Source: an optimization exercise on an open RTL-to-GDS flow (aim: small area and few clock cycles). Production flows keep margins and buffers that such runs may drop.
RTL that was checked went through simulation tests only; none was proved equivalent to the original.
No activity file was given, so power comes from the tool's default toggle rates.

==> delta <==
// rv_core
module rv_core (
  input  logic             clk,
  input  logic             rst_n,
  output logic [32-1:0] imem_addr,
  output logic             imem_valid,
  input  logic             imem_good,
  input  logic [32-1:0] imem_instr,
  output logic             dmem_valid,
  input  logic             dmem_good,
  output logic [32-1:0] dmem_addr,
  output logic [32-1:0] dmem_write_data
);
export LEC_CHECK = 0
export CAP_MARGIN = 20
export CORE_MARGIN = 2
export CORE_UTILIZATION = 40
export SLEW_MARGIN = 20
create_clock -name core_clock -period 8.0 [get_ports {clk}]
run.sh (not shown) runs the stock make flow with config.mk's settings and CLKGATE_MAP_FILE= SYNTH_SCRIPT=/design/flow/synth_recipe.tcl, a recipe that flattens the netlist after the stock synthesis.
==> inputs of amber, as changes to delta <==
==> flow/design.v (replaced) <==
package rv_pkg;
  typedef enum logic [6:0] {
    OP     = 7'b0110011,
    OP_IMM = 7'b0010011,
    LUI    = 7'b0110111,
    AUIPC  = 7'b0010111,
    STORE  = 7'b0100011
  } opcode_e;
  typedef enum logic [2:0] {
    RES_ADD = 3'd0,   
    RES_SLT = 3'd1,
    RES_SLTU= 3'd2,
    RES_SHF = 3'd3,
    RES_XOR = 3'd4,
    RES_OR  = 3'd5,
    RES_AND = 3'd6
  } res_sel_e;
endpackage
`timescale 1ns/100ps
module fetch_stage (
  input  logic             clk,
  input  logic             rst_n,
  input  logic             fire,
  output logic [32-1:0] imem_addr,
  output logic [32-1:0] pc
);
  logic [32-1:2] pc_q;
  always_ff @(posedge clk) begin
    if (!rst_n) begin
      pc_q <= 32'h0000_0000 >> 2;
    end else if (fire) begin
      pc_q <= pc_q + 1'b1;
    end
  end
  assign pc        = {pc_q, 2'b00};
  assign imem_addr = pc;
endmodule
`timescale 1ns/100ps
module instr_decoder (
  input  logic [32-1:0]       instr,
  output logic [5-1:0] rs1,
  output logic [5-1:0] rs2,
  output logic                   reg_write,   
  output logic                   mem_write,   
  output logic                   a_zero,      
  output logic                   a_pc,        
  output logic                   b_reg,       
  output logic                   imm_u,       
  output logic                   sub,         
  output logic [2:0]             res_sel,
  output logic                   shf_left,
  output logic                   shf_arith
);
  logic [6:0] opcode;
  logic [2:0] funct3;
  logic       is_op, is_opi, is_lui, is_auipc, is_store, is_alu;
  assign opcode   = instr[6:0];
  assign funct3   = instr[14:12];
  assign is_op    = opcode == rv_pkg::OP;
  assign is_opi   = opcode == rv_pkg::OP_IMM;
  assign is_lui   = opcode == rv_pkg::LUI;
  assign is_auipc = opcode == rv_pkg::AUIPC;
  assign is_store = opcode == rv_pkg::STORE;
  assign is_alu   = is_op || is_opi;
  assign rs1       = instr[19:15];
  assign rs2       = instr[24:20];
  assign reg_write = is_alu || is_lui || is_auipc;
  assign mem_write = is_store;
  assign a_zero    = is_lui;
  assign a_pc      = is_auipc;
  assign b_reg     = is_op;
  assign imm_u     = is_lui || is_auipc;
  assign shf_left  = !funct3[2];
  assign shf_arith = instr[30];
  assign sub = is_alu && (funct3 == 3'b010 || funct3 == 3'b011 ||
                          (funct3 == 3'b000 && is_op && instr[30]));
  always_comb begin
    res_sel = rv_pkg::RES_ADD;
    if (is_alu) begin
      case (funct3)
        3'b000:  res_sel = rv_pkg::RES_ADD;
        3'b001:  res_sel = rv_pkg::RES_SHF;
        3'b010:  res_sel = rv_pkg::RES_SLT;
        3'b011:  res_sel = rv_pkg::RES_SLTU;
        3'b100:  res_sel = rv_pkg::RES_XOR;
        3'b101:  res_sel = rv_pkg::RES_SHF;
        3'b110:  res_sel = rv_pkg::RES_OR;
        default: res_sel = rv_pkg::RES_AND;
      endcase
    end
  end
endmodule
`timescale 1ns/100ps
module reg_file (
  input  logic                   clk,
  input  logic                   rst_n,
  input  logic [5-1:0] rs1,
  input  logic [5-1:0] rs2,
  input  logic                   we,
  input  logic [5-1:0] rd,
  input  logic [32-1:0]       wdata,
  output logic [32-1:0]       rs1_data,
  output logic [32-1:0]       rs2_data
);
  logic [32-1:0] regs [1:32-1];
  logic [32-1:0] wd;
  assign wd = rst_n ? wdata : '0;
  always_ff @(posedge clk) begin
    for (int i = 1; i < 32; i++) begin
      if (!rst_n || (we && rd == i)) begin
        regs[i] <= wd;
      end
    end
  end
  always_comb begin
    rs1_data = '0;
    rs2_data = '0;
    for (int i = 1; i < 32; i++) begin
      rs1_data = rs1_data | ({32{rs1 == i}} & regs[i]);
      rs2_data = rs2_data | ({32{rs2 == i}} & regs[i]);
    end
  end
endmodule
`timescale 1ns/100ps
module execute_stage (
  input  logic             clk,
  input  logic             rst_n,
  input  logic             load,        
  input  logic             hold,        
  input  logic [32-1:0] instr,
  input  logic [32-1:0] op_a_in,
  input  logic [32-1:0] rs2_in,
  input  logic             reg_write_in,
  input  logic             mem_write_in,
  input  logic             b_reg_in,
  input  logic             imm_u_in,
  input  logic             sub_in,
  input  logic [2:0]       res_sel_in,
  input  logic             shf_left_in,
  input  logic             shf_arith_in,
  output logic             ex_wr,       
  output logic             ex_store,    
  output logic [5-1:0] ex_rd,
  output logic [32-1:0] ex_rs2,
  output logic [32-1:0] result
);
  logic             valid;
  logic             reg_write, mem_write, b_reg, imm_u, sub, shf_left, shf_arith;
  logic [2:0]       res_sel;
  logic [32-1:7] ins;
  logic [32-1:0] op_a;
  logic [32-1:0] imm;
  logic [32-1:0] op_b;
  logic [32-1:0] b_inv;
  logic [32:0]   sum;
  logic             lt_u;
  logic             lt_s;
  logic [32-1:0] shf_in;
  logic [32-1:0] shf_out;
  logic [32-1:0] shf_res;
  always_ff @(posedge clk) begin
    if (!rst_n) begin
      valid <= 1'b0;
    end else if (!hold) begin
      valid <= load;
    end
  end
  always_ff @(posedge clk) begin
    if (!hold) begin
      reg_write <= reg_write_in;
      mem_write <= mem_write_in;
      b_reg     <= b_reg_in;
      imm_u     <= imm_u_in;
      sub       <= sub_in;
      res_sel   <= res_sel_in;
      shf_left  <= shf_left_in;
      shf_arith <= shf_arith_in;
      ins       <= instr[32-1:7];
      op_a      <= op_a_in;
      ex_rs2    <= rs2_in;
    end
  end
  assign ex_rd    = ins[11:7];
  assign ex_wr    = valid && reg_write && (ins[11:7] != '0);
  assign ex_store = valid && mem_write;
  always_comb begin
    if (mem_write)
      imm = {{20{ins[31]}}, ins[31:25], ins[11:7]};
    else if (imm_u)
      imm = {ins[31:12], 12'b0};
    else
      imm = {{20{ins[31]}}, ins[31:20]};
  end
  assign op_b  = b_reg ? ex_rs2 : imm;
  assign b_inv = sub ? ~op_b : op_b;
  assign sum   = {1'b0, op_a} + {1'b0, b_inv} + {{32{1'b0}}, sub};
  assign lt_u = !sum[32];
  assign lt_s = (op_a[32-1] ^ op_b[32-1]) ? op_a[32-1] : sum[32-1];
  always_comb begin
    for (int i = 0; i < 32; i++) begin
      shf_in[i] = shf_left ? op_a[32-1-i] : op_a[i];
    end
  end
  assign shf_out = $signed({shf_arith && !shf_left && shf_in[32-1], shf_in}) >>> op_b[4:0];
  always_comb begin
    for (int i = 0; i < 32; i++) begin
      shf_res[i] = shf_left ? shf_out[32-1-i] : shf_out[i];
    end
  end
  always_comb begin
    case (res_sel)
      rv_pkg::RES_SLT:  result = {{(32-1){1'b0}}, lt_s};
      rv_pkg::RES_SLTU: result = {{(32-1){1'b0}}, lt_u};
      rv_pkg::RES_SHF:  result = shf_res;
      rv_pkg::RES_XOR:  result = op_a ^ op_b;
      rv_pkg::RES_OR:   result = op_a | op_b;
      rv_pkg::RES_AND:  result = op_a & op_b;
      default:          result = sum[32-1:0];
    endcase
  end
endmodule
`timescale 1ns/100ps
module mem_stage (
  input  logic             clk,
  input  logic             rst_n,
  input  logic             push,
  input  logic [32-1:0] push_addr,
  input  logic [32-1:0] push_data,
  output logic             full_block,   
  output logic             dmem_valid,
  input  logic             dmem_good,
  output logic [32-1:0] dmem_addr,
  output logic [32-1:0] dmem_write_data
);
  assign full_block = dmem_valid && !dmem_good;
  always_ff @(posedge clk) begin
    if (!rst_n) begin
      dmem_valid <= 1'b0;
    end else if (push) begin
      dmem_valid <= 1'b1;
    end else if (dmem_good) begin
      dmem_valid <= 1'b0;
    end
  end
  always_ff @(posedge clk) begin
    if (push) begin
      dmem_addr       <= push_addr;
      dmem_write_data <= push_data;
    end
  end
endmodule
`timescale 1ns/100ps
module rv_core (
  input  logic             clk,
  input  logic             rst_n,
  output logic [32-1:0] imem_addr,
  output logic             imem_valid,
  input  logic             imem_good,
  input  logic [32-1:0] imem_instr,
  output logic             dmem_valid,
  input  logic             dmem_good,
  output logic [32-1:0] dmem_addr,
  output logic [32-1:0] dmem_write_data
);
  logic                   fire;
  logic                   hold;
  logic                   full_block;
  logic [32-1:0]       pc;
  logic [5-1:0] rs1, rs2;
  logic                   reg_write, mem_write;
  logic                   a_zero, a_pc, b_reg, imm_u, sub, shf_left, shf_arith;
  logic [2:0]             res_sel;
  logic [32-1:0]       rs1_data, rs2_data;
  logic [32-1:0]       rs1_fwd, rs2_fwd;
  logic [32-1:0]       op_a;
  logic                   ex_wr, ex_store;
  logic [5-1:0] ex_rd;
  logic [32-1:0]       ex_rs2;
  logic [32-1:0]       result;
  assign hold       = ex_store && full_block;
  assign imem_valid = rst_n && !hold;
  assign fire       = imem_valid && imem_good;
  fetch_stage u_fetch (
    .clk       (clk),
    .rst_n     (rst_n),
    .fire      (fire),
    .imem_addr (imem_addr),
    .pc        (pc)
  );
  instr_decoder u_decoder (
    .instr     (imem_instr),
    .rs1       (rs1),
    .rs2       (rs2),
    .reg_write (reg_write),
    .mem_write (mem_write),
    .a_zero    (a_zero),
    .a_pc      (a_pc),
    .b_reg     (b_reg),
    .imm_u     (imm_u),
    .sub       (sub),
    .res_sel   (res_sel),
    .shf_left  (shf_left),
    .shf_arith (shf_arith)
  );
  reg_file u_regs (
    .clk      (clk),
    .rst_n    (rst_n),
    .rs1      (rs1),
    .rs2      (rs2),
    .we       (ex_wr),
    .rd       (ex_rd),
    .wdata    (result),
    .rs1_data (rs1_data),
    .rs2_data (rs2_data)
  );
  assign rs1_fwd = (ex_wr && ex_rd == rs1) ? result : rs1_data;
  assign rs2_fwd = (ex_wr && ex_rd == rs2) ? result : rs2_data;
  assign op_a    = a_zero ? '0 : (a_pc ? pc : rs1_fwd);
  execute_stage u_execute (
    .clk          (clk),
    .rst_n        (rst_n),
    .load         (fire),
    .hold         (hold),
    .instr        (imem_instr),
    .op_a_in      (op_a),
    .rs2_in       (rs2_fwd),
    .reg_write_in (reg_write),
    .mem_write_in (mem_write),
    .b_reg_in     (b_reg),
    .imm_u_in     (imm_u),
    .sub_in       (sub),
    .res_sel_in   (res_sel),
    .shf_left_in  (shf_left),
    .shf_arith_in (shf_arith),
    .ex_wr        (ex_wr),
    .ex_store     (ex_store),
    .ex_rd        (ex_rd),
    .ex_rs2       (ex_rs2),
    .result       (result)
  );
  mem_stage u_mem (
    .clk             (clk),
    .rst_n           (rst_n),
    .push            (ex_store && !hold),
    .push_addr       (result),
    .push_data       (ex_rs2),
    .full_block      (full_block),
    .dmem_valid      (dmem_valid),
    .dmem_good       (dmem_good),
    .dmem_addr       (dmem_addr),
    .dmem_write_data (dmem_write_data)
  );
endmodule
==> flow/config.mk (replaced) <==
export PLATFORM = sky130hd
export DESIGN_NAME = rv_core
export DESIGN_NICKNAME = rv_core
export VERILOG_FILES = /design/flow/design.v
export SDC_FILE = /design/flow/constraint.sdc
export NUM_CORES = 4
export LEC_CHECK = 0
export CAP_MARGIN = 20
export CORE_MARGIN = 2
export CORE_UTILIZATION = 55
export SLEW_MARGIN = 20
==> notes.md <==
delta completed without violations. amber went through all stages and came out clean.
Between delta and amber, the lower area after synthesis is in amber (gap 3.4%, measured against amber).
Critical path depth: delta is higher than amber (12).
Between delta and amber, the lower hold slack is in amber (gap 0.043 ns).
Global-route usage: amber is higher than delta (9.1 points).
Of amber and delta, amber has the higher sequential share of layout area (gap 8.4 points).
In amber the via count is lower than in delta, by about 12%.
Against amber, the clock skew of delta is lower by 0.015 ns.
Between amber and delta, the lower utilization is in delta (gap 12 points).
Against amber, the maximum frequency of delta is lower by about 13%.
==> figures <==
| metric | delta | amber |
|---|---|---|
| CP Capture Point | u_regs.regs[15][28] | u_regs.regs[3][22] |
| Worst setup path startpoint | imem_instr[22] | u_execute.mem_write |
| Routed length on met2 | 139 mm | 114 mm |
| Combined global-route utilization of all metal layers | 0.429 | 0.520 |
| Normalized max-slew margin | 0.152 | 0.127 |
| Setup crit start kind | primary input | flip-flop |
| Count of multi-input gates | 3,404 | 2,774 |
| Final RePlAce weighted congestion | 1.05 | 1.05 |
| Result of the run | complete, no violations | complete, no violations |
| Die area | 149,000 um2 | 105,000 um2 |
| Mux share of post-synthesis cell area | 0.0268 | 0.0178 |
| Final setup slack of the worst path | 0.254 ns | 1.30 ns |
| First-pass GRT wire length | 446 mm | 377 mm |
| Detailed router's first-iteration violation count | 11,600 | 12,700 |
| Placed Area | 70,500 um2 | 60,700 um2 |
| Power in combinational cells | 5010 uW | 3480 uW |
| Number of synthesis warnings | 8 | 6 |
| Number of synthesized register bits | 1,154 | 1,186 |
| Clkbuf count | 133 | 141 |
| Insertion delay to the later sink of the worst-skew pair | 0.79 ns | 0.77 ns |
Testbench counts of amber, summed over its fixed seeds: cycles 12,246.
Function not checked in delta: the RTL went through the layout flow alone.

==> separate check: timing with driven ports <==
In the flow no input, the clock included, has a driving cell. The finished layouts below were timed again as built, in two steps. Step 1: set_driving_cell puts a clkbuf_16 on clk and a buf_2 on each other input, an assumption about the parent block. Step 2 moves the port delays by t, midway between the first and last clock arrival at a register: inputs arrive t later, outputs are due t later. That takes back most of the time a late clock gives input paths. Three values: ideal ports, drivers, drivers and shift; two values: the first two.
run	shift t [ns]	setup WS [ns]	worst hold slack (ns)	latest minus earliest clock arrival (ns)	cell pins on the clock port's net
delta	0.855	0.254 / 0.309 / -0.545	0.554 / 0.554 / 0.554	0.035 / 0.035	1
amber	0.813	1.296 / 1.296 / 1.296	0.511 / 0.511 / 0.511	0.050 / 0.050	1
Met with ideal ports but missed after step 2: setup timing in delta. The setup slack of delta, which loses most, moves by +0.055 ns with the drivers and by -0.799 ns with both steps.
